Source: an optimization exercise on an open RTL-to-GDS flow (aim: small area). Production flows keep margins and buffers that such runs may drop. Only simulation tests tie the RTL to the original design; equivalence was not proved. No activity file was given, so power comes from the tool's default toggle rates. The flow treats the clock pin as an ideal source, which a real chip does not have.

## flow/design.v

```verilog
package rv_isa_pkg;
	localparam int XLEN       = 32;
	localparam int REG_ADDR_W = 5;
	localparam logic [6:0] OPC_LUI    = 7'b0110111;
	localparam logic [6:0] OPC_AUIPC  = 7'b0010111;
	localparam logic [6:0] OPC_JAL    = 7'b1101111;
	localparam logic [6:0] OPC_JALR   = 7'b1100111;
	localparam logic [6:0] OPC_BRANCH = 7'b1100011;
	localparam logic [6:0] OPC_LOAD   = 7'b0000011;
	localparam logic [6:0] OPC_STORE  = 7'b0100011;
	localparam logic [6:0] OPC_OP_IMM = 7'b0010011;
	localparam logic [6:0] OPC_OP     = 7'b0110011;
	typedef struct packed {
		logic [6:0] funct7;
		logic [4:0] rs2;
		logic [4:0] rs1;
		logic [2:0] funct3;
		logic [4:0] rd;
		logic [6:0] opcode;
	} r_fmt_t;
	typedef struct packed {
		logic [11:0] imm11_0;
		logic [4:0]  rs1;
		logic [2:0]  funct3;
		logic [4:0]  rd;
		logic [6:0]  opcode;
	} i_fmt_t;
	typedef struct packed {
		logic [6:0] imm11_5;
		logic [4:0] rs2;
		logic [4:0] rs1;
		logic [2:0] funct3;
		logic [4:0] imm4_0;
		logic [6:0] opcode;
	} s_fmt_t;
	typedef struct packed {
		logic       imm12;
		logic [5:0] imm10_5;
		logic [4:0] rs2;
		logic [4:0] rs1;
		logic [2:0] funct3;
		logic [3:0] imm4_1;
		logic       imm11;
		logic [6:0] opcode;
	} b_fmt_t;
	typedef struct packed {
		logic [19:0] imm31_12;
		logic [4:0]  rd;
		logic [6:0]  opcode;
	} u_fmt_t;
	typedef struct packed {
		logic       imm20;
		logic [9:0] imm10_1;
		logic       imm11;
		logic [7:0] imm19_12;
		logic [4:0] rd;
		logic [6:0] opcode;
	} j_fmt_t;
	typedef union packed {
		r_fmt_t r;
		i_fmt_t i;
		s_fmt_t s;
		b_fmt_t b;
		u_fmt_t u;
		j_fmt_t j;
	} instr_t;
	typedef enum logic [3:0] {
		ALU_ADD  = 4'd0,
		ALU_SUB  = 4'd1,
		ALU_SLL  = 4'd2,
		ALU_SLT  = 4'd3,
		ALU_SLTU = 4'd4,
		ALU_XOR  = 4'd5,
		ALU_SRL  = 4'd6,
		ALU_SRA  = 4'd7,
		ALU_OR   = 4'd8,
		ALU_AND  = 4'd9
	} alu_op_t;
endpackage
package cpu_ctrl_pkg;
	typedef enum logic [8:0] {
		S_INIT = 9'b000000001,
		S_IF   = 9'b000000010,  
		S_IW   = 9'b000000100,  
		S_ID   = 9'b000001000,
		S_EX   = 9'b000010000,
		S_LD   = 9'b000100000,
		S_ST   = 9'b001000000,
		S_RDW  = 9'b010000000,  
		S_WB   = 9'b100000000
	} state_t;
	typedef enum logic [2:0] {
		CLS_ALU    = 3'd0,
		CLS_LOAD   = 3'd1,
		CLS_STORE  = 3'd2,
		CLS_BRANCH = 3'd3,
		CLS_JUMP   = 3'd4,
		CLS_UPPER  = 3'd5
	} inst_class_t;
	localparam int EV_CYCLE      = 0;
	localparam int EV_FETCH      = 1;
	localparam int EV_LOAD       = 2;
	localparam int EV_STORE      = 3;
	localparam int EV_FETCH_WAIT = 4;
	localparam int EV_LOAD_WAIT  = 5;
	localparam int EV_STORE_WAIT = 6;
	localparam int EV_TAKEN      = 7;
	localparam int NUM_EVENTS    = 8;
endpackage
import rv_isa_pkg::*;
module alu
(
	input  logic [XLEN-1:0] a,
	input  logic [XLEN-1:0] b,
	input  logic            sub,      
	input  logic            use_f3,   
	input  logic [2:0]      f3,
	input  logic            arith,    
	output logic [XLEN-1:0] result,
	output logic [XLEN-1:0] sum,
	output logic            eq,       
	output logic            lt,
	output logic            ltu
);
	logic [XLEN:0]   sum_c;
	logic [XLEN-1:0] p, g;
	logic [XLEN-1:0] a_rev, sh_in, sh_r, sh_out;
	logic [4:0]      shamt;
	adder adder_inst (
		.a   (a),
		.b   (b ^ {XLEN{sub}}),
		.cin (sub),
		.s   (sum_c),
		.p   (p),
		.g   (g)
	);
	assign sum = sum_c[XLEN-1:0];
	assign ltu = ~sum_c[XLEN];
	assign lt  = (a[XLEN-1] ^ b[XLEN-1]) ? a[XLEN-1] : sum[XLEN-1];
	assign eq  = &p;                 
	assign shamt = b[4:0];
	always_comb
		for (int i = 0; i < XLEN; i++)
			a_rev[i] = a[XLEN-1-i];
	assign sh_in = f3[2] ? a : a_rev;
	assign sh_r  = XLEN'($signed({arith & f3[2] & a[XLEN-1], sh_in}) >>> shamt);
	always_comb
		for (int i = 0; i < XLEN; i++)
			sh_out[i] = sh_r[XLEN-1-i];     
	always_comb begin
		if (!use_f3)
			result = sum;
		else begin
			unique case (f3)
				3'b000:  result = sum;
				3'b001:  result = sh_out;
				3'b010:  result = {{(XLEN-1){1'b0}}, lt};
				3'b011:  result = {{(XLEN-1){1'b0}}, ltu};
				3'b100:  result = p;         
				3'b101:  result = sh_r;
				3'b110:  result = p | g;     
				default: result = g;         
			endcase
		end
	end
endmodule
module adder
(
	input  logic [XLEN-1:0] a,
	input  logic [XLEN-1:0] b,
	input  logic            cin,
	output logic [XLEN:0]   s,
	output logic [XLEN-1:0] p,
	output logic [XLEN-1:0] g
);
	logic [XLEN-1:0] gg, pp, c;
	always_comb begin
		p  = a ^ b;
		g  = a & b;
		gg = g;
		pp = p;
		gg[0] = g[0] | (p[0] & cin);
		for (int l = 1; l <= 5; l++)
			for (int i = 0; i < XLEN; i++)
				if ((i % (1 << l)) == (1 << l) - 1) begin
					gg[i] = gg[i] | (pp[i] & gg[i - (1 << (l-1))]);
					pp[i] = pp[i] & pp[i - (1 << (l-1))];
				end
		c = gg;
		for (int l = 4; l >= 1; l--)
			for (int i = 0; i < XLEN; i++)
				if ((i % (1 << l)) == (1 << (l-1)) - 1 && i >= (1 << l))
					c[i] = gg[i] | (pp[i] & c[i - (1 << (l-1))]);
		s[0] = p[0] ^ cin;
		for (int i = 1; i < XLEN; i++)
			s[i] = p[i] ^ c[i-1];
		s[XLEN] = c[XLEN-1];
	end
endmodule
import rv_isa_pkg::*;
module reg_file
(
	input  logic                  clk,
	input  logic                  wen,
	input  logic [REG_ADDR_W-1:0] waddr,
	input  logic [REG_ADDR_W-1:0] raddr,
	input  logic [XLEN-1:0]       wdata,
	output logic [XLEN-1:0]       rdata
);
	logic [XLEN-1:0] regs [1:31];
	logic [31:1] rsel;
	logic [3:0] wlo;    
	logic [7:0] whi;    
	for (genvar j = 0; j < 4; j++) begin : g_wlo
		assign wlo[j] = (waddr[1:0] == 2'(j));
	end
	for (genvar j = 0; j < 8; j++) begin : g_whi
		assign whi[j] = wen & (waddr[4:2] == 3'(j));
	end
	for (genvar i = 1; i < 32; i++) begin : g_reg
		logic wsel, keep;
		assign wsel = whi[i / 4] & wlo[i % 4];
		assign keep = ~wen | (waddr != REG_ADDR_W'(i));
		always_ff @(posedge clk)
			regs[i] <= ({XLEN{wsel}} & wdata) | ({XLEN{keep}} & regs[i]);
		assign rsel[i] = (raddr == REG_ADDR_W'(i));
	end
	logic [XLEN-1:0] grp [0:10];
	for (genvar j = 0; j < 11; j++) begin : g_grp
		always_comb begin
			grp[j] = '0;
			for (int k = 3*j; k < 3*j+3; k++)
				if (k >= 1 && k <= 31)
					grp[j] = grp[j] | ({XLEN{rsel[k]}} & regs[k]);
		end
	end
	assign rdata = ((grp[0] | grp[1]) | (grp[2] | grp[3])) | ((grp[4] | grp[5]) | (grp[6] | grp[7]))
		| ((grp[8] | grp[9]) | grp[10]);
endmodule
module perf_counter #(
	parameter int CNT_W = 32,
	parameter bit LATE  = 1'b0   
) (
	input  logic             clk,
	input  logic             rst,
	input  logic             event_hit,
	output logic [CNT_W-1:0] count
);
	logic [CNT_W-1:0] step;
	if (LATE) begin : g_late
		logic [CNT_W:0] ones;
		assign ones[0] = 1'b1;
		for (genvar i = 0; i < CNT_W; i++) begin : g_bit
			assign ones[i+1] = ones[i] & count[i];
			assign step[i] = event_hit & ones[i];
		end
	end else begin : g_ripple
		logic [CNT_W:0] carry;
		assign carry[0] = event_hit;
		for (genvar i = 0; i < CNT_W; i++) begin : g_bit
			assign carry[i+1] = carry[i] & count[i];
			assign step[i] = carry[i];
		end
	end
	for (genvar i = 0; i < CNT_W; i++) begin : g_d
		always_ff @(posedge clk)
			count[i] <= step[i] ? ~(count[i] | rst) : (count[i] & ~rst);
	end
endmodule
import rv_isa_pkg::*;
import cpu_ctrl_pkg::*;
module riscv_multicycle_top
#(
	parameter int              CNT_W    = 32,
	parameter logic [XLEN-1:0] RESET_PC = '0
) (
	input  logic                                clk,
	input  logic                                rst,
	output logic [XLEN-1:0]                     pc,
	output logic                                inst_req_valid,
	input  logic                                inst_req_ready,
	input  logic [XLEN-1:0]                     instruction,
	input  logic                                inst_valid,
	output logic                                inst_ready,
	output logic [XLEN-1:0]                     mem_address,
	output logic                                mem_write,
	output logic [XLEN-1:0]                     write_data,
	output logic                                mem_read,
	input  logic                                mem_req_ready,
	input  logic [XLEN-1:0]                     read_data,
	input  logic                                read_data_valid,
	output logic                                read_data_ready,
	output logic                                retire_valid,
	output logic                                retire_wen,
	output logic [REG_ADDR_W-1:0]               retire_rd,
	output logic [XLEN-1:0]                     retire_data,
	output logic [XLEN-1:0]                     retire_pc,
	output logic [NUM_EVENTS-1:0][CNT_W-1:0]    perf_cnt
);
	logic s_init, s_if, s_iw, s_id, s_ex, s_ld, s_st, s_rdw, s_wb;
	logic [31:2] ir;
	logic [31:2] pc_q;       
	logic [XLEN-1:0] op_a;   
	logic taken_q;           
	logic first;             
	logic b6, b5, b4, b3, b2;
	assign {b6, b5, b4, b3, b2} = ir[6:2];
	logic is_branch, is_jal, is_jalr, is_jump, is_load, is_store, is_mem;
	logic is_lui, is_auipc, is_upper, is_op, is_alu;
	assign is_branch = b6 & ~b2;
	assign is_jump   = b6 & b2;
	assign is_jal    = b6 & b3;
	assign is_jalr   = b6 & b2 & ~b3;
	assign is_mem    = ~b6 & ~b4;
	assign is_load   = is_mem & ~b5;
	assign is_store  = is_mem & b5;
	assign is_alu    = ~b6 & b4 & ~b2;           
	assign is_op     = is_alu & b5;
	assign is_upper  = ~b6 & b4 & b2;
	assign is_lui    = is_upper & b5;
	assign is_auipc  = is_upper & ~b5;
	logic [2:0] f3;
	logic [4:0] rd, rs1, rs2;
	assign f3  = ir[14:12];
	assign rd  = ir[11:7];
	assign rs1 = ir[19:15];
	assign rs2 = ir[24:20];
	logic            fmt_i;
	logic [XLEN-1:0] imm;
	assign fmt_i = ~is_upper & ~is_store & ~is_branch & ~is_jal;
	assign imm = ({XLEN{is_upper}}  & {ir[31:12], 12'b0})
		| ({XLEN{is_store}}  & {{20{ir[31]}}, ir[31:25], ir[11:7]})
		| ({XLEN{is_branch}} & {{20{ir[31]}}, ir[7], ir[30:25], ir[11:8], 1'b0})
		| ({XLEN{is_jal}}    & {{12{ir[31]}}, ir[19:12], ir[20], ir[30:21], 1'b0})
		| ({XLEN{fmt_i}}     & {{20{ir[31]}}, ir[31:20]});
	logic [REG_ADDR_W-1:0] raddr;
	logic [XLEN-1:0]       rdata, wdata;
	logic                  wen;
	assign raddr = s_id ? (is_lui ? 5'd0 : rs1) : (s_wb ? rd : rs2);
	reg_file reg_file_inst (
		.clk   (clk),
		.wen   (wen),
		.waddr (rd),
		.raddr (raddr),
		.wdata (wdata),
		.rdata (rdata)
	);
	logic [XLEN-1:0] alu_a, alu_b, alu_result, alu_sum;
	logic            a_pc, a_op, b_reg, b_4, b_imm, alu_sub, eq, lt, ltu;
	assign a_pc  = (s_if & ~first & ~is_jalr) | (s_ex & (is_auipc | is_jump));
	assign a_op  = ~a_pc & ~(s_if & first);
	assign b_reg = s_ex & (is_op | is_branch);
	assign b_4   = (s_if & ~first & ~is_jump & ~(is_branch & taken_q)) | (s_ex & is_jump);
	assign b_imm = ~b_reg & ~b_4 & ~(s_if & first);
	assign alu_a = ({XLEN{a_pc}} & {pc_q, 2'b00}) | ({XLEN{a_op}} & op_a);
	assign alu_b = ({XLEN{b_reg}} & rdata) | ({XLEN{b_4}} & 32'd4) | ({XLEN{b_imm}} & imm)
		| ({XLEN{s_if & first}} & RESET_PC);
	assign alu_sub = s_ex & (is_branch
		| (is_alu & ((f3[2:1] == 2'b01) | ((f3 == 3'b000) & b5 & ir[30]))));
	alu alu_inst (
		.a      (alu_a),
		.b      (alu_b),
		.sub    (alu_sub),
		.use_f3 (is_alu),
		.f3     (f3),
		.arith  (ir[30]),
		.result (alu_result),
		.sum    (alu_sum),
		.eq     (eq),
		.lt     (lt),
		.ltu    (ltu)
	);
	logic br_cond, taken;
	assign br_cond = (f3[2] ? (f3[1] ? ltu : lt) : eq) ^ f3[0];
	assign taken   = is_jump | (is_branch & br_cond);
	assign wdata = s_rdw ? read_data : alu_result;
	assign wen = ~rst & ((s_ex & (is_jump | (~b6 & b4))) | (s_rdw & read_data_valid));
	logic ld_ir, ld_a, ld_t, ld_pc;
	logic kp_ir, kp_a, kp_t, kp_pc;
	assign ld_ir = s_iw & inst_valid;
	assign ld_a  = s_id;
	assign ld_t  = s_ex;
	assign ld_pc = s_if & inst_req_ready;
	assign kp_ir = s_init | s_if | s_id | s_ex | s_ld | s_st | s_rdw | s_wb | ~inst_valid;
	assign kp_a  = s_init | s_if | s_iw | s_ex | s_ld | s_st | s_rdw | s_wb;
	assign kp_t  = s_init | s_if | s_iw | s_id | s_ld | s_st | s_rdw | s_wb;
	assign kp_pc = s_init | s_iw | s_id | s_ex | s_ld | s_st | s_rdw | s_wb | ~inst_req_ready;
	always_ff @(posedge clk) begin
		ir      <= ({30{ld_ir}} & instruction[31:2]) | ({30{kp_ir}} & ir);
		op_a    <= ({XLEN{ld_a}} & rdata) | ({XLEN{kp_a}} & op_a);
		taken_q <= (ld_t & br_cond) | (kp_t & taken_q);
		pc_q    <= ({30{ld_pc}} & alu_sum[31:2]) | ({30{kp_pc}} & pc_q);
	end
	always_ff @(posedge clk)
		first <= rst | (first & ~(s_if & inst_req_ready));
	assign s_init = first & ~s_if;
	always_ff @(posedge clk) begin
		if (rst) begin
			{s_if, s_iw, s_id, s_ex, s_ld, s_st, s_rdw, s_wb} <= '0;
		end else begin
			s_if  <= s_init | (s_if & ~inst_req_ready) | (s_ex & is_branch)
				| (s_st & mem_req_ready) | s_wb;
			s_iw  <= (s_if & inst_req_ready) | (s_iw & ~inst_valid);
			s_id  <= s_iw & inst_valid;
			s_ex  <= s_id;
			s_ld  <= (s_ex & is_load) | (s_ld & ~mem_req_ready);
			s_st  <= (s_ex & is_store) | (s_st & ~mem_req_ready);
			s_rdw <= (s_ld & mem_req_ready) | (s_rdw & ~read_data_valid);
			s_wb  <= (s_ex & ~is_mem & ~is_branch) | (s_rdw & read_data_valid);
		end
	end
	assign pc              = {alu_sum[31:2], 2'b00};
	assign inst_req_valid  = s_if;
	assign inst_ready      = s_iw;
	assign mem_read        = s_ld;
	assign mem_write       = s_st;
	assign read_data_ready = s_rdw;
	assign mem_address     = alu_sum;
	assign write_data      = rdata;
	assign retire_valid = s_wb | (s_ex & is_branch) | (s_st & mem_req_ready);
	assign retire_wen   = s_wb & (rd != 5'd0);
	assign retire_rd    = rd;
	assign retire_data  = rdata;
	assign retire_pc    = {pc_q, 2'b00};
	logic [NUM_EVENTS-1:0] events;
	always_comb begin
		events                = '0;
		events[EV_CYCLE]      = 1'b1;
		events[EV_FETCH]      = s_if & inst_req_ready;
		events[EV_LOAD]       = s_ld & mem_req_ready;
		events[EV_STORE]      = s_st & mem_req_ready;
		events[EV_FETCH_WAIT] = s_if | s_iw;
		events[EV_LOAD_WAIT]  = s_ld | s_rdw;
		events[EV_STORE_WAIT] = s_st;
		events[EV_TAKEN]      = s_ex & taken;
	end
	for (genvar i = 0; i < NUM_EVENTS; i++) begin : g_perf
		perf_counter #(
			.CNT_W (CNT_W),
			.LATE  (i == EV_TAKEN)
		) perf_counter_inst (
			.clk       (clk),
			.rst       (rst),
			.event_hit (events[i]),
			.count     (perf_cnt[i])
		);
	end
endmodule
```

## flow/flow/run.sh

```bash
#!/bin/bash
# Own layout flow: the standard layout (standard.sh), with three changes.
#  - Synthesis maps the combinational logic with an area-oriented ABC script
#    (flow/abc.script) instead of ORFS's. Flip-flops are mapped before ABC runs,
#    so they keep the standard synthesis's names and cells.
#  - Port buffers are sky130_fd_sc_hd__buf_1 cells (every port still gets one).
#  - Clock tree synthesis inserts no dummy loads.
# Tool output: flow.log (make and the tools it runs); ORFS's per-step logs are
# under orfs/logs/.
set -euo pipefail
W=$(pwd)

# ORFS's synth.tcl with the ABC script swapped
sed -e "s#^source \$::env(SCRIPTS_DIR)/synth_preamble.tcl\$#&\nset abc_args [lreplace \$abc_args 1 1 $W/flow/abc.script]#" \
	"$FLOW_HOME/scripts/synth.tcl" > "$W/area_synth.tcl"
grep -q "flow/abc.script" "$W/area_synth.tcl"
# The standard flow's synthesis wrapper and layout command, pointed at it
sed -e "s#\$::env(SCRIPTS_DIR)/synth.tcl#$W/area_synth.tcl#" "$W/synth_recipe.tcl" > "$W/area_synth_recipe.tcl"
grep -q "area_synth.tcl" "$W/area_synth_recipe.tcl"
sed -e "s#SYNTH_SCRIPT=[^ ]*#SYNTH_SCRIPT=$W/area_synth_recipe.tcl#" "$W/standard.sh" > "$W/area_standard.sh"
grep -q "area_synth_recipe.tcl" "$W/area_standard.sh"

export BUFFER_PORTS_ARGS="-buffer_cell sky130_fd_sc_hd__buf_1"
# ORFS's clock tree options with config.mk's clustering (28 sinks, 80 um), no dummy loads
export CTS_ARGS="-sink_clustering_enable -repair_clock_nets -sink_clustering_size 28 -sink_clustering_max_diameter 80 -dont_use_dummy_load"
bash "$W/area_standard.sh" finish > "$W/flow.log" 2>&1
```

## flow/flow/abc.script

```
&get -n
&st
&dch
&nf -R 1000 -p -F 8 -C 32
&put
topo
stime -c
```

## flow/standard.sh

```bash
#!/bin/bash
# synth_recipe.tcl (not shown) runs the flow's synth.tcl, then flattens the netlist and writes it again
# the make line also repeats each setting of config.mk as NAME=value (left out here)
make -C /OpenROAD-flow-scripts/flow DESIGN_CONFIG=/design/flow/config.mk WORK_HOME=/design/flow/orfs CLKGATE_MAP_FILE= SYNTH_SCRIPT=/design/flow/synth_recipe.tcl "${@:-finish}"
```

## flow/config.mk

```make
export PLATFORM = sky130hd
export DESIGN_NAME = riscv_multicycle_top
export DESIGN_NICKNAME = riscv_multicycle_top
export VERILOG_FILES = /design/flow/design.v
export SDC_FILE = /design/flow/constraint.sdc
export NUM_CORES = 4
export LEC_CHECK = 0
export ABC_AREA = 1
export CAP_MARGIN = 5
export CORE_MARGIN = 2
export CORE_UTILIZATION = 72
export CTS_CLUSTER_DIAMETER = 80
export CTS_CLUSTER_SIZE = 28
export SLEW_MARGIN = 5
```

## flow/constraint.sdc

```tcl
create_clock -name core_clock -period 15.0 [get_ports {clk}]
set_input_delay 3.0000 -clock core_clock [delete_from_list [all_inputs] [get_ports {clk}]]
set_output_delay 3.0000 -clock core_clock [all_outputs]
set_load 0.01 [all_outputs]
```

==> impl_metrics.ini, run 1 <==
[layout]
final_net_count = 6494
final_cell_count_no_fill = 7295
post-route-util_pct = 80.24
area_growth_pct = 10.52
final_cell_area_um2 = 57360
drive_above_1_share_pct = 4.730

[floorplanning]
io_pins = 498
die_w_um = 272.5
coreArea_um2 = 71490
start_util_pct = 72.60
dieArea_um2 = 74250
die_h_um = 272.5
rows = 98

[routing]
ant_nets = 0
num_vias = 49850
drt_iter0_markers = 7963
wirelength_um = 174100
drc_errors = 0
wl_per_cell_um = 23.87
drt_first_pass_iters = 10
via_per_inst = 6.833

[cts]
cts.repair.resized = 0
cts.sinks = 1350
clk_latency_ns = 0.68
cts-root-buf = clkbuf_16
cts_tree = yes
clock_path_buffers = 3
clkTransAtPathRegs_ns = 0.11
cts_buffers = 56
cts-htree-levels = 2
cts_hold_buf = 0
cts_setup_buffers = 0

[sta]
fin_crit_sh_pct = 92.25
finalHoldViolations = 0
fin_worst_skew_ns = 0.08896
max-slew-margin-rel_pct = 5.728
drv_slew = 0
rsz0062_at_grt = no
fmax_mhz = 72.27
setup_tns_ns = 0
period_minus_slack_ns = 13.84
tightest_slew_ns = 1.405
setup-violations-final = 0

[global_routing]
overflow = 0
grt_pass1_vias = 45730
antenna_found_initial = 4
grt_pass1_wl_um = 259900
grt_max_degree = 91
track_usage_pct = 44.72

[setup_path]
worstReg2RegEnd = g_perf[7].perf_counter_inst.count[31]$_DFF_P_
worstPathArrival_ns = 10.84
crit_type = reg -> out
r2r_slack_ns = 1.94
crit_required_ns = 12.00
worst_setup_path_end_kind = primary output
startpoint_type = register
reg2reg_depth = 39
cp_max_fo = 39
r2r_start = ir[8]$_DFF_P_

[synthesis]
ys_async_sr_fraction_pct = 0
ys_ff_latch = 1350
yosysWarnings = 8
postSynthAreaPerCell_um2 = 9.063
synth_cells = 5727
yosysSeqAreaShare_pct = 52.07
ys.flop_type = dfxtp_1
synth_cell_types = 55
syn_area_um2 = 51900
synth-edff-count = 0

[outcome]
outcome = complete, no violations

[power]
leakagePower_nw = 20.86
fin_total_pwr_mw = 7.628
cellPowerDensity_nw_per_um2 = 133.0
ir_worst_vdd_mv = 0.1598

[job]
drv_cap = 0

[place]
placed_cell_area_um2 = 55950
dp.cells = 7236
dp_hpwl_um = 113000
numPortBuffers = 491
place.gp.congestion = 1.065

[worst_hold_path]
min_path_cells = 2
worstHoldStart = reg_file_inst.regs[13][22]$_DFF_P_
min_to = reg_file_inst.regs[13][22]$_DFF_P_
hold_class = reg -> reg
cells by family (layout without fill, tap and decap cells):
group,Yosys count,count (layout),share of synthesized area [%]
compound gates,2218,2218,26.87
simple gates,1791,1791,14.83
flops,1350,1350,52.07
buf+inv,156,768,1.642
fa+ha+maj,81,81,2.179
mux,81,81,1.577
xor+xnor,49,49,0.8269
other cells,1,7,0.007225
worst max path at each step:
stage	from	end	slack [ns]	depth (start not counted)
2_1_floorplan	ir[14]$_DFF_P_	pc[31]	1.60	19
3_3_place_gp	ir[8]$_DFF_P_	pc[31]	2.56	29
3_5_place_dp	ir[8]$_DFF_P_	pc[31]	2.42	29
4_1_cts	ir[8]$_DFF_P_	pc[31]	1.57	27
5_1_grt	ir[8]$_DFF_P_	pc[31]	0.97	27
6_report	ir[8]$_DFF_P_	pc[31]	1.16	27
cell type report:
cell class	instances	area, µm²
repair buffers	627	2868
inverters	85	319.1
flip-flops and latches	1350	27030
clock buffers	56	1401
fillers	4876	14130
well taps	950	1189
diodes	3	7.507
multi-input cells	4224	24540
state kept, by name (all words and copies together) (netlist names), 30 cells and up:
signal                          cells
reg_file_inst.regs                992
pc_q                               30
ir                                 30
g_perf.perf_counter_inst.count    256
op_a                               32
per-layer routing:
metal  GRT usage [%]  share of wire (%)
met5               0             0.0063
met4           29.60                7.4
met3           11.45                 13
met2           68.10                 43
met1           56.41                 36
per-stage QoR:
| step | setup WS (ns) | hold WS, ns |
|---|---|---|
| 2_1_floorplan | 1.601 | 0.4240 |
| 3_3_place_gp | 2.557 | 0.4316 |
| 3_5_place_dp | 2.423 | 0.4413 |
| 4_1_cts | 1.573 | 0.4653 |
| 5_1_grt | 0.9650 | 0.4844 |
| 6_report | 1.162 | 0.4624 |
synthesized netlist by cell type, drive strengths merged, types with 2 or more instances:
cell type,instances,area [µm²]
o21ai,521,2608
xnor2,35,306.5
a221o,15,150.1
o22ai,5,31.28
nand3b,2,15.01
o221ai,3,26.28
o221a,2,22.52
nand2,607,2278
nand2b,11,68.82
dfxtp,1350,27030
nand4b,3,26.28
and4,2,17.52
mux2,6,67.56
nor3,168,840.8
a22oi,98,735.7
nor2b,14,87.58
buf,71,533.0
ha,64,800.8
nor4b,2,17.52
a211oi,4,30.03
a311oi,12,105.1
a21o,8,60.06
and2,13,81.33
clkinv,85,319.1
a22o,119,1042
nor3b,3,22.52
mux2i,75,750.7
nand3,21,105.1
fa,16,320.3
a32oi,5,43.79
and3,121,757.0
a2bb2oi,2,17.52
nor2,712,2673
a31oi,18,112.6
xor2,14,122.6
o21bai,7,52.55
o211ai,8,60.06
o31ai,2,15.01
a221oi,30,262.8
a222oi,289,2893
o21a,121,908.4
nor4,3,18.77
a21oi,944,4725
nand4,105,656.9
cells in the final DEF, fill, tap and decap left out, types with 13 or more instances in the layout:
master | synthesis | routed
dfxtp_1 | 1350 | 1347
a21oi_1 | 944 | 910
nor2_1 | 712 | 693
nand2_1 | 607 | 597
o21ai_0 | 521 | 520
buf_1 | 0 | 490
a222oi_1 | 289 | 289
nor3_1 | 168 | 139
buf_4 | 71 | 136
o21a_1 | 121 | 121
and3_1 | 121 | 120
a22o_1 | 119 | 119
nand4_1 | 105 | 105
a22oi_1 | 98 | 97
clkinv_1 | 85 | 85
mux2i_1 | 75 | 74
ha_1 | 64 | 64
clkbuf_16 | 0 | 56
xnor2_1 | 35 | 35
a21oi_2 | 0 | 33
a221oi_1 | 30 | 30
nor3_2 | 0 | 29
nor2_4 | 0 | 19
a31oi_1 | 18 | 18
nand3_1 | 21 | 17
fa_1 | 16 | 16
a221o_1 | 15 | 15
xor2_1 | 14 | 14
nor2b_1 | 14 | 13
power breakdown:
group          switching [mW]  total [mW]  internal (mW)
logic                    1.58        2.13          0.551
registers              0.0920        3.76           3.67
clock network            1.07        1.74          0.669
critical path, cell delays in order, from the launching register on:
cell and delay [ns]:
dfxtp_1 0.99, mux2i_1 0.15, o21ai_0 0.47, or2_0 0.63, nor3_2 0.07, buf_4 0.33
a222oi_1 0.53, nand4_1 0.31, nor2_1 0.41, nand4_1 0.43, a21oi_4 0.23, buf_4 0.50
mux2i_1 0.32, fa_1 0.30, nor2_1 0.07, a211oi_1 0.47, o221a_1 0.40, o221ai_1 0.32
nand2_1 0.15, o211ai_1 0.20, a221oi_1 0.92, o221ai_1 0.40, nand3_1 0.19, nand2_1 0.10
fa_1 0.44, xor2_1 0.37, buf_4 0.25, buf_1 0.16
==> run 2: changes to the inputs <==
--- a/flow/config.mk
+++ b/flow/config.mk
@@ -10,3 +10,3 @@
 export CORE_MARGIN = 2
-export CORE_UTILIZATION = 72
+export CORE_UTILIZATION = 65
 export CTS_CLUSTER_DIAMETER = 80
==> run 2 against run 1 <==
Hold slack better by 0.0016 ns. Count of clock-buffer cells in the layout stayed put. Synthesized area unchanged. Synthesized cell count did not move. Final cell count rose by 1.4%. Sequential share of layout area shrank 0.097 points. Still clean on timing, DRC and antenna. Largest power group unchanged.
==> impl_metrics.ini, run 2 <==
[outcome]
outcome = complete, no violations

[routing]
wl_per_cell_um = 23.01
num_vias = 48260
via_per_inst = 6.527
drc_errors = 0
drt_iter0_markers = 6564
wirelength_um = 170100
drt_first_pass_iters = 11
ant_nets = 0

[layout]
area_growth_pct = 10.74
final_net_count = 6491
top_register = reg_file_inst.regs
final_cell_count_no_fill = 7394
multi_input_area_um2 = 24550
layout_commonest_cell = dfxtp_1
final.fill_count = 6165
regArea_um2 = 27030
largest_reg_flops = 992
layout_common_cells = dfxtp_1, a21oi_1, nor2_1
reg.largest.list = reg_file_inst.regs x992, g_perf.perf_counter_inst.count x256, op_a x32
drive_above_1_share_pct = 4.701

[synthesis]
synth_cells = 5727
syn_area_um2 = 51900
synth-edff-count = 0
yosysTopAreaCellShare_pct = 52.07
ys_ff_latch = 1350
yosysWarnings = 8
yosys.area.top_type = dfxtp_1
ys.flop_type = dfxtp_1
postSynthAreaPerCell_um2 = 9.063
synth_cell_types = 55
synthTopCellsByCount = dfxtp_1, a21oi_1, nor2_1
yosysSeqAreaShare_pct = 52.07
ys_async_sr_fraction_pct = 0
synth_most_common_cell = dfxtp_1
netlist_top_cells_area = dfxtp_1, a21oi_1, a222oi_1, nor2_1, o21ai_0

[floorplanning]
dieArea_um2 = 82130
coreArea_um2 = 79000
die_h_um = 286.6
start_util_pct = 65.70
die_w_um = 286.6
rows = 103
io_pins = 498

[power]
clockPowerShare_pct = 22.9
cellPowerDensity_nw_per_um2 = 132.3
power_switching_share_pct = 35.72
fin_total_pwr_mw = 7.602
ir_worst_vdd_mv = 0.1034
p_switching_mw = 2.715
leakagePower_nw = 20.84
intPower_mw = 4.887
seqPwrFrac_pct = 49.4
pwr-share-comb_pct = 27.7

[cts]
cts.repair.resized = 0
cts_tree = yes
clkTransAtPathRegs_ns = 0.10
cts_setup_buffers = 0
cts.sinks = 1350
cts_hold_buf = 0
cts_buffers = 56
clk_latency_ns = 0.68
cts-root-buf = clkbuf_16
cts-htree-levels = 2
clock_path_buffers = 3

[global_routing]
grt_max_degree = 89
track_usage_pct = 39.61
use_met3_pct = 7.440
overflow = 0
busiest_layer = met2
use_met2_pct = 60.89
grt_pass1_wl_um = 254800
antenna_found_initial = 8
grt_pass1_vias = 43340
use_met1_pct = 53.65

[sta]
max-slew-margin-rel_pct = 14.81
fin_worst_skew_ns = 0.1160
hold_slack_ns = 0.4640
fmax_mhz = 71.32
rsz0062_at_grt = no
finalHoldViolations = 0
timing.final.ws_setup_ns = 0.9779
setup_tns_ns = 0
setup-violations-final = 0
fin_crit_sh_pct = 93.48
tightest_slew_ns = 1.278
drv_slew = 0
period_minus_slack_ns = 14.02

[job]
drv_cap = 0

[worst_hold_path]
min_path_cells = 2
hold_class = reg -> reg
worstHoldStart = reg_file_inst.regs[14][5]$_DFF_P_
min_to = reg_file_inst.regs[14][5]$_DFF_P_

[place]
dp_hpwl_um = 112800
dp.cells = 7333
place.gp.congestion = 1.030
numPortBuffers = 491
pre_cts_ws_ns = 2.181

[setup_path]
worst_setup_path_end_kind = primary output
worstReg2RegEnd = g_perf[7].perf_counter_inst.count[31]$_DFF_P_
r2r_start = ir[6]$_DFF_P_
worstPathArrival_ns = 11.02
crit_top_cell = nand2_1
crit_type = reg -> out
cp_max_fo = 44
startpoint_type = register
max_stage_delay_ns = 0.75
r2r_slack_ns = 1.81
critPathSlowestCell = a221oi_1
reg2reg_depth = 43
crit_required_ns = 12.00
run 2: cell families after synthesis:
kind of cell / Yosys count / synth area share, %
AOI/OAI and AO/OA: 2218 / 26.87
and+or+nand+nor: 1791 / 14.83
DFF: 1350 / 52.07
buffers and inverters: 156 / 1.642
adders and majority gates: 81 / 2.179
muxes: 81 / 1.577
xor gates and xnor gates: 49 / 0.8269
other: 1 / 0.007225
run 2: worst max-delay path, delay by kind of cell (launching register included):
kind	cells	cell delay, ns
xor+xnor	2	0.93
flops	1	0.39
fa+ha+maj	2	0.78
buf+inv	3	1.03
simple gates	15	3.68
compound gates	9	3.51
run 2: layer usage:
metal | vias up | wire [µm]
met5 | - | 27
met4 | 4 | 9132
met3 | 446 | 18130
met2 | 2500 | 74910
met1 | 22720 | 67940
li1 | 22590 | -
run 2: worst max path at each step:
stage	from	end	slack, ns	cells after the start
after floorplan	ir[14]$_DFF_P_	pc[31]	1.60	19
after global placement	ir[6]$_DFF_P_	mem_address[31]	2.28	31
after detailed placement	ir[6]$_DFF_P_	mem_address[31]	2.18	31
after CTS	ir[6]$_DFF_P_	pc[31]	1.44	31
after global routing	ir[4]$_DFF_P_	pc[31]	0.62	31
final	ir[6]$_DFF_P_	pc[31]	0.98	31
run 2: through the flow:
step / util [%] / cell area, µm²
floorplan: - / 51910
global placement: 70.97 / 56070
detailed placement: 70.97 / 56070
CTS: 72.74 / 57470
global route: 72.75 / 57470
finish: 72.76 / 57480
run 2: area by class of cell:
type	count	share of cell area [%]
well taps	1050	2.286
diodes	5	0.02177
repair buffers	624	4.950
clock buffers	56	2.438
flip-flops and latches	1350	47.03
multi-input cells	4224	42.72
inverters	85	0.5551
run 2: power by group through the flow:
stage	combinational, mW	sequential [mW]	clock, mW
after floorplan	1.17	3.84	0
after global placement	2.01	3.83	0
after detailed placement	2.01	3.83	0
after CTS	2.02	3.75	1.75
after global routing	2.21	3.76	1.87
final	2.11	3.76	1.74
==> run 3: changes to the inputs <==
--- a/flow/design.v
+++ b/flow/design.v
@@ -126,3 +126,3 @@
 	logic [XLEN-1:0] p, g;
-	logic [XLEN-1:0] a_rev, sh_in, sh_r, sh_out;
+	logic [XLEN-1:0] sh_r, sh_out;
 	logic [4:0]      shamt;
@@ -141,7 +141,3 @@
 	assign shamt = b[4:0];
-	always_comb
-		for (int i = 0; i < XLEN; i++)
-			a_rev[i] = a[XLEN-1-i];
-	assign sh_in = f3[2] ? a : a_rev;
-	assign sh_r  = XLEN'($signed({arith & f3[2] & a[XLEN-1], sh_in}) >>> shamt);
+	assign sh_r  = XLEN'($signed({arith & f3[2] & a[XLEN-1], a}) >>> shamt);
 	always_comb
@@ -350,9 +346,9 @@
 	assign a_pc  = (s_if & ~first & ~is_jalr) | (s_ex & (is_auipc | is_jump));
-	assign a_op  = ~a_pc & ~(s_if & first);
+	assign a_op  = ~a_pc & ~(s_if & first) & ~s_rdw;
 	assign b_reg = s_ex & (is_op | is_branch);
 	assign b_4   = (s_if & ~first & ~is_jump & ~(is_branch & taken_q)) | (s_ex & is_jump);
-	assign b_imm = ~b_reg & ~b_4 & ~(s_if & first);
+	assign b_imm = ~b_reg & ~b_4 & ~(s_if & first) & ~s_rdw;
 	assign alu_a = ({XLEN{a_pc}} & {pc_q, 2'b00}) | ({XLEN{a_op}} & op_a);
 	assign alu_b = ({XLEN{b_reg}} & rdata) | ({XLEN{b_4}} & 32'd4) | ({XLEN{b_imm}} & imm)
-		| ({XLEN{s_if & first}} & RESET_PC);
+		| ({XLEN{s_if & first}} & RESET_PC) | ({XLEN{s_rdw}} & read_data);
 	assign alu_sub = s_ex & (is_branch
@@ -375,4 +371,10 @@
 	assign taken   = is_jump | (is_branch & br_cond);
-	assign wdata = s_rdw ? read_data : alu_result;
+	assign wdata = alu_result;   
 	assign wen = ~rst & ((s_ex & (is_jump | (~b6 & b4))) | (s_rdw & read_data_valid));
+	logic            is_sll;
+	logic [XLEN-1:0] rdata_rev;
+	assign is_sll = is_alu & (f3 == 3'b001);
+	always_comb
+		for (int i = 0; i < XLEN; i++)
+			rdata_rev[i] = rdata[XLEN-1-i];
 	logic ld_ir, ld_a, ld_t, ld_pc;
@@ -389,3 +391,4 @@
 		ir      <= ({30{ld_ir}} & instruction[31:2]) | ({30{kp_ir}} & ir);
-		op_a    <= ({XLEN{ld_a}} & rdata) | ({XLEN{kp_a}} & op_a);
+		op_a    <= ({XLEN{ld_a & ~is_sll}} & rdata) | ({XLEN{ld_a & is_sll}} & rdata_rev)
+			| ({XLEN{kp_a}} & op_a);
 		taken_q <= (ld_t & br_cond) | (kp_t & taken_q);
==> run 3 against run 2 <==
Count of clock-buffer cells in the layout unchanged. First-iteration DRC count up 12%. Clock skew down 0.022 ns. Via count up 0.29%. Worst setup slack worse by 0.088 ns. Critical path type unchanged. Synthesized cell count down 0.68%. Non-clock buffer count up 12. Final cell count down 0.34%.
==> impl_metrics.ini, run 3 <==
[outcome]
outcome = complete, no violations

[cts]
cts_hold_buf = 0
cts_setup_buffers = 0
clkTransAtPathRegs_ns = 0.08
cts_tree = yes
cts-htree-levels = 2
cts_buffers = 56
cts.repair.resized = 0
cts.sinks = 1350
clk_latency_ns = 0.68
clock_path_buffers = 3
cts-root-buf = clkbuf_16

[place]
place.gp.congestion = 1.029
numPortBuffers = 491
dp_hpwl_um = 114100
placed_cell_area_um2 = 55840

[sta]
fin_worst_skew_ns = 0.09379
fin_crit_sh_pct = 94.07
finalHoldViolations = 0
max-slew-margin-rel_pct = 11.99
setup_tns_ns = 0
hold_slack_ns = 0.4569
fmax_mhz = 70.87
rsz0062_at_grt = no
drv_slew = 0
tightest_slew_ns = 1.315
setup-violations-final = 0
period_minus_slack_ns = 14.11

[floorplanning]
dieArea_um2 = 81720
io_pins = 498
die_w_um = 285.9
coreArea_um2 = 78870
die_h_um = 285.9
rows = 103
start_util_pct = 65.48

[synthesis]
netlist_top_cells_area = dfxtp_1, a21oi_1, a222oi_1, nor2_1, o21ai_0
ys_ff_latch = 1350
postSynthAreaPerCell_um2 = 9.080
yosys.area.top_type = dfxtp_1
yosysTopAreaCellShare_pct = 52.33
ys.flop_type = dfxtp_1
synth-edff-count = 0
synthTopCellsByCount = dfxtp_1, a21oi_1, nor2_1
syn_area_um2 = 51640
synth_most_common_cell = dfxtp_1
yosysSeqAreaShare_pct = 52.33
synth_cells = 5688
yosysWarnings = 8
synth_cell_types = 56
ys_async_sr_fraction_pct = 0

[setup_path]
crit_type = reg -> out
crit_top_cell = nand2_1
max_stage_delay_ns = 0.70
worst_setup_path_end_kind = primary output
r2r_slack_ns = 1.50
startpoint_type = register
worstReg2RegEnd = g_perf[7].perf_counter_inst.count[31]$_DFF_P_
cp_max_fo = 42
reg2reg_depth = 47
worstPathArrival_ns = 11.11
critPathSlowestCell = a21oi_1
crit_required_ns = 12.00
r2r_start = ir[6]$_DFF_P_

[layout]
top_register = reg_file_inst.regs
layout_common_cells = dfxtp_1, a21oi_1, nor2_1
layout_commonest_cell = dfxtp_1
area_growth_pct = 10.88
final_cell_area_um2 = 57260
largest_reg_flops = 992
reg.largest.list = reg_file_inst.regs x992, g_perf.perf_counter_inst.count x256, op_a x32
final_net_count = 6464
drive_above_1_share_pct = 4.832
final.fill_count = 6238

[routing]
wl_per_cell_um = 23.70
via_per_inst = 6.568
drt_first_pass_iters = 10
wirelength_um = 174600
drt_iter0_markers = 7323
drc_errors = 0
ant_nets = 0
num_vias = 48400

[power]
ir_worst_vdd_mv = 0.1116
leakagePower_nw = 20.77
cellPowerDensity_nw_per_um2 = 131.0

[job]
drv_cap = 0

[worst_hold_path]
worstHoldStart = reg_file_inst.regs[12][17]$_DFF_P_
min_path_cells = 2
min_to = reg_file_inst.regs[12][17]$_DFF_P_
hold_class = reg -> reg

[global_routing]
track_usage_pct = 41.05
grt_pass1_vias = 44400
antenna_found_initial = 9
grt_max_degree = 91
grt_pass1_wl_um = 261200
overflow = 0
[run 3: cell types whose count changed after synthesis, sizes merged, moves of 24 or more]
| cell | before | now |
|---|---|---|
| a21oi | 944 | 988 |
| nor2 | 712 | 752 |
| clkinv | 85 | 109 |
| o21ai | 521 | 445 |
| a22o | 119 | 83 |
| a222oi | 289 | 332 |
| nand2 | 607 | 531 |
[run 3: through the flow]
step | cells | setup WS, ns | utilization [%] | total power, mW
2_1_floorplan | 5691 | 1.545 | - | 4.951
3_3_place_gp | 7306 | 2.157 | 70.81 | 5.746
3_5_place_dp | 7306 | 2.091 | 70.81 | 5.762
4_1_cts | 7362 | 1.357 | 72.58 | 7.437
5_1_grt | 7368 | 0.6623 | 72.60 | 7.740
6_report | 7369 | 0.8899 | 72.60 | 7.502
[run 3: kinds of logic after synthesis]
group | Yosys count | share of synthesized area [%]
AOI/OAI and AO/OA | 2194 | 26.76
and+or+nand+nor | 1775 | 14.91
DFF | 1350 | 52.33
buffers and inverters | 180 | 1.824
adders and majority gates | 80 | 2.171
muxes | 59 | 1.158
xor gates and xnor gates | 49 | 0.8310
other | 1 | 0.007261
[run 3: worst max-delay path by stage]
stage                   from         endpoint  cells after the start
2_1_floorplan  ir[6]$_DFF_P_           pc[31]                     28
3_3_place_gp   ir[6]$_DFF_P_  mem_address[31]                     32
3_5_place_dp   ir[6]$_DFF_P_  mem_address[31]                     32
4_1_cts        ir[6]$_DFF_P_  mem_address[31]                     32
5_1_grt        ir[6]$_DFF_P_  mem_address[31]                     32
6_report       ir[6]$_DFF_P_  mem_address[31]                     32
[run 3: metal layers]
| layer | track usage, % | routed length [µm] |
|---|---|---|
| met2 | 63.71 | 76950 |
| met4 | 23.08 | 10690 |
| met5 | 0 | 18 |
| met1 | 53.44 | 66820 |
| met3 | 8.692 | 20170 |
[run 3: report_power, final]
group	switching (mW)	internal, mW
Combinational	1.48	0.517
Sequential	0.0928	3.68
Clock	1.07	0.669
Total	2.64	4.86
[run 3: worst max-delay path: cells and delay by family, from the launching register on]
kind | cells | cell delay (ns)
AOI/OAI and AO/OA | 10 | 4.17
xor gates and xnor gates | 2 | 0.71
adders and majority gates | 2 | 0.68
buffers and inverters | 5 | 1.51
DFF | 1 | 0.54
and+or+nand+nor | 13 | 2.82
[run 3: area by class of cell]
type | instances | area, µm² | area share, %
Inverter | 109 | 409.1 | 0.7145
Antenna cell | 7 | 17.52 | 0.03059
Clock buffer | 56 | 1401 | 2.447
Tap cell | 1050 | 1314 | 2.294
Sequential cell | 1350 | 27030 | 47.20
Multi-Input combinational cell | 4161 | 24160 | 42.19
Timing Repair Buffer | 636 | 2935 | 5.126
==> run 4: changes to the inputs <==
--- a/flow/flow/run.sh
+++ b/flow/flow/run.sh
@@ -23,4 +23,4 @@
 export BUFFER_PORTS_ARGS="-buffer_cell sky130_fd_sc_hd__buf_1"
-# ORFS's clock tree options with config.mk's clustering (28 sinks, 80 um), no dummy loads
-export CTS_ARGS="-sink_clustering_enable -repair_clock_nets -sink_clustering_size 28 -sink_clustering_max_diameter 80 -dont_use_dummy_load"
+# ORFS's clock tree options with config.mk's clustering (32 sinks, 90 um), no dummy loads
+export CTS_ARGS="-sink_clustering_enable -repair_clock_nets -sink_clustering_size 32 -sink_clustering_max_diameter 90 -dont_use_dummy_load"
 bash "$W/area_standard.sh" finish > "$W/flow.log" 2>&1
--- a/flow/config.mk
+++ b/flow/config.mk
@@ -11,4 +11,4 @@
 export CORE_UTILIZATION = 65
-export CTS_CLUSTER_DIAMETER = 80
-export CTS_CLUSTER_SIZE = 28
+export CTS_CLUSTER_DIAMETER = 90
+export CTS_CLUSTER_SIZE = 32
 export SLEW_MARGIN = 5
==> run 4 against run 3 <==
Final area shrank 0.30%. Highest routed layer unchanged. Utilization shrank 0.22 points. Register-to-register slack better by 0.15 ns. Fmax increased by 0.90%. Largest power group unchanged. Critical endpoint unchanged. Critical path depth did not move. Synthesized cell count did not move. Still clean. Die area did not move. Critical path type unchanged.
==> impl_metrics.ini, run 4 <==
[setup_path]
crit_top_cell = nand2_1
r2r_start = ir[6]$_DFF_P_
cp_max_fo = 42
startpoint_type = register
reg2reg_depth = 47
worst_setup_path_end_kind = primary output
r2r_slack_ns = 1.65
max_stage_delay_ns = 0.65
worstPathArrival_ns = 10.98
crit_required_ns = 12.00
worstReg2RegEnd = g_perf[7].perf_counter_inst.count[31]$_DFF_P_
crit_type = reg -> out
critPathSlowestCell = a21oi_1

[routing]
drt_first_pass_iters = 10
wl_per_cell_um = 23.65
ant_nets = 0
drc_errors = 0
via_per_inst = 6.566
drt_iter0_markers = 7459
num_vias = 48350
wirelength_um = 174100

[synthesis]
yosysTopAreaCellShare_pct = 52.33
synth_cells = 5688
yosys.area.top_type = dfxtp_1
yosysWarnings = 8
synth-edff-count = 0
synth_most_common_cell = dfxtp_1
syn_area_um2 = 51640
ys.flop_type = dfxtp_1
postSynthAreaPerCell_um2 = 9.080
synthTopCellsByCount = dfxtp_1, a21oi_1, nor2_1
synth_cell_types = 56
ys_async_sr_fraction_pct = 0
netlist_top_cells_area = dfxtp_1, a21oi_1, a222oi_1, nor2_1, o21ai_0
yosysSeqAreaShare_pct = 52.33
ys_ff_latch = 1350

[floorplanning]
die_h_um = 285.9
coreArea_um2 = 78870
rows = 103
io_pins = 498
dieArea_um2 = 81720
start_util_pct = 65.48
die_w_um = 285.9

[cts]
cts_hold_buf = 0
clock_path_buffers = 3
cts_buffers = 49
cts_tree = yes
cts_setup_buffers = 0
cts-htree-levels = 2
cts.sinks = 1350
clk_latency_ns = 0.69
cts-root-buf = clkbuf_16
clkTransAtPathRegs_ns = 0.10
cts.repair.resized = 0

[sta]
max-slew-margin-rel_pct = 14.88
fin_worst_skew_ns = 0.08579
setup-violations-final = 0
finalHoldViolations = 0
period_minus_slack_ns = 13.98
drv_slew = 0
tightest_slew_ns = 1.272
setup_tns_ns = 0
timing.final.ws_setup_ns = 1.016
fin_crit_sh_pct = 93.22
rsz0062_at_grt = no
fmax_mhz = 71.51

[power]
ir_worst_vdd_mv = 0.1220
leakagePower_nw = 20.68
fin_total_pwr_mw = 7.410
cellPowerDensity_nw_per_um2 = 129.8

[place]
numPortBuffers = 491
dp_hpwl_um = 114100
dp.cells = 7306
placed_cell_area_um2 = 55840
place.gp.congestion = 1.029
pre_cts_ws_ns = 2.091

[worst_hold_path]
min_to = reg_file_inst.regs[4][16]$_DFF_P_
min_path_cells = 2
hold_class = reg -> reg
worstHoldStart = reg_file_inst.regs[4][16]$_DFF_P_

[global_routing]
grt_pass1_wl_um = 260200
overflow = 0
grt_max_degree = 91
antenna_found_initial = 11
grt_pass1_vias = 44210
track_usage_pct = 40.93

[layout]
final_net_count = 6457
final.fill_count = 6279
reg.largest.list = reg_file_inst.regs x992, g_perf.perf_counter_inst.count x256, op_a x32
top_register = reg_file_inst.regs
drive_above_1_share_pct = 4.726
layout_common_cells = dfxtp_1, a21oi_1, nor2_1
area_growth_pct = 10.55
final_cell_count_no_fill = 7364
layout_commonest_cell = dfxtp_1
final_cell_area_um2 = 57090
largest_reg_flops = 992

[outcome]
outcome = complete, no violations

[job]
drv_cap = 0
## run 4: cell counts after synthesis
Identical to the previous run, type by type.
## run 4: critical path: cells and delay by family, from the launching register on
family | cells | cell delay [ns]
AND/OR/NAND/NOR | 13 | 2.83
XOR/XNOR | 2 | 0.71
flip-flops | 1 | 0.54
adder cells (fa/ha/maj) | 2 | 0.68
AO/OA/AOI/OAI | 10 | 4.06
buffers and inverters | 5 | 1.51
## run 4: how the worst max path moves through the flow
stage	startpoint	to	slack, ns	depth (start not counted)
global route	ir[6]$_DFF_P_	mem_address[31]	0.66	32
finish	ir[6]$_DFF_P_	mem_address[31]	1.02	32
detailed placement	ir[6]$_DFF_P_	mem_address[31]	2.09	32
floorplan	ir[6]$_DFF_P_	pc[31]	1.55	28
global placement	ir[6]$_DFF_P_	mem_address[31]	2.16	32
CTS	ir[6]$_DFF_P_	mem_address[31]	1.36	32
## run 4: where the power goes
part / internal, mW / total, mW / switching, mW / leakage, nW
logic: 0.517 / 1.99 / 1.47 / 9.18
clock network: 0.592 / 1.65 / 1.06 / 0.604
registers: 3.68 / 3.77 / 0.0932 / 10.9
## run 4: kinds of logic after synthesis
| logic type | Yosys count | synth area share, % |
|---|---|---|
| XOR/XNOR | 49 | 0.8310 |
| other | 1 | 0.007261 |
| adder cells (fa/ha/maj) | 80 | 2.171 |
| multiplexers | 59 | 1.158 |
| flip-flops | 1350 | 52.33 |
| AND/OR/NAND/NOR | 1775 | 14.91 |
| buffers and inverters | 180 | 1.824 |
| AO/OA/AOI/OAI | 2194 | 26.76 |
## run 4: stage by stage
step,hold slack (ns),util (%)
finish,0.4594,72.39
floorplan,0.4240,-
CTS,0.4649,72.36
global placement,0.4323,70.81
global route,0.4852,72.38
detailed placement,0.4426,70.81
## run 4: metal layers
layer | routed length, µm | part of all wire (%) | vias to the layer above | GRT usage (%)
met1 | 66470 | 38 | 22610 | 53.57
met5 | 29 | 0.017 | - | 0
li1 | - | - | 22510 | -
met2 | 76870 | 44 | 2697 | 63.23
met3 | 20110 | 12 | 522 | 8.565
met4 | 10650 | 6.1 | 6 | 23.09
## run 4: area by class of cell
cell class                 count  area, µm²  share of cell area, %
timing repair buffer         636       2935                  5.141
inverter                     109      409.1                 0.7166
sequential                  1350      27030                  47.34
multi-input combinational   4161      24160                  42.32
antenna                        9      22.52                0.03945
tap                         1050       1314                  2.301
clock buffer                  49       1226                  2.148

==> port drivers added, routing unchanged <==
How much do the figures lean on ideal ports? The routed layouts below were timed once more, with nothing changed but the port constraints. Step 1 (the two cells are an assumption about what drives the block):
set clk [get_ports {clk}]
set_driving_cell -lib_cell sky130_fd_sc_hd__clkbuf_16 $clk
set_driving_cell -lib_cell sky130_fd_sc_hd__buf_2 [delete_from_list [all_inputs] $clk]
Step 2 also shifts input and output timing later by t, the mid clock arrival at the registers, as if the neighbouring blocks saw the same clock. Three values: ideal, step 1, step 2; two values: the first two.
run	t, ns	setup WS [ns]	worst setup path after step 2	worst data-port slew with drivers (ns)
run 1	0.692	1.162 / 1.102 / 1.794	register to output	0.08
run 2	0.697	0.978 / 0.903 / 1.600	register to output	0.15
run 3	0.683	0.890 / 0.839 / 1.503	register to register	0.12
run 4	0.694	1.016 / 0.965 / 1.645	register to register	0.12
After both steps setup and hold are still met in every run listed.
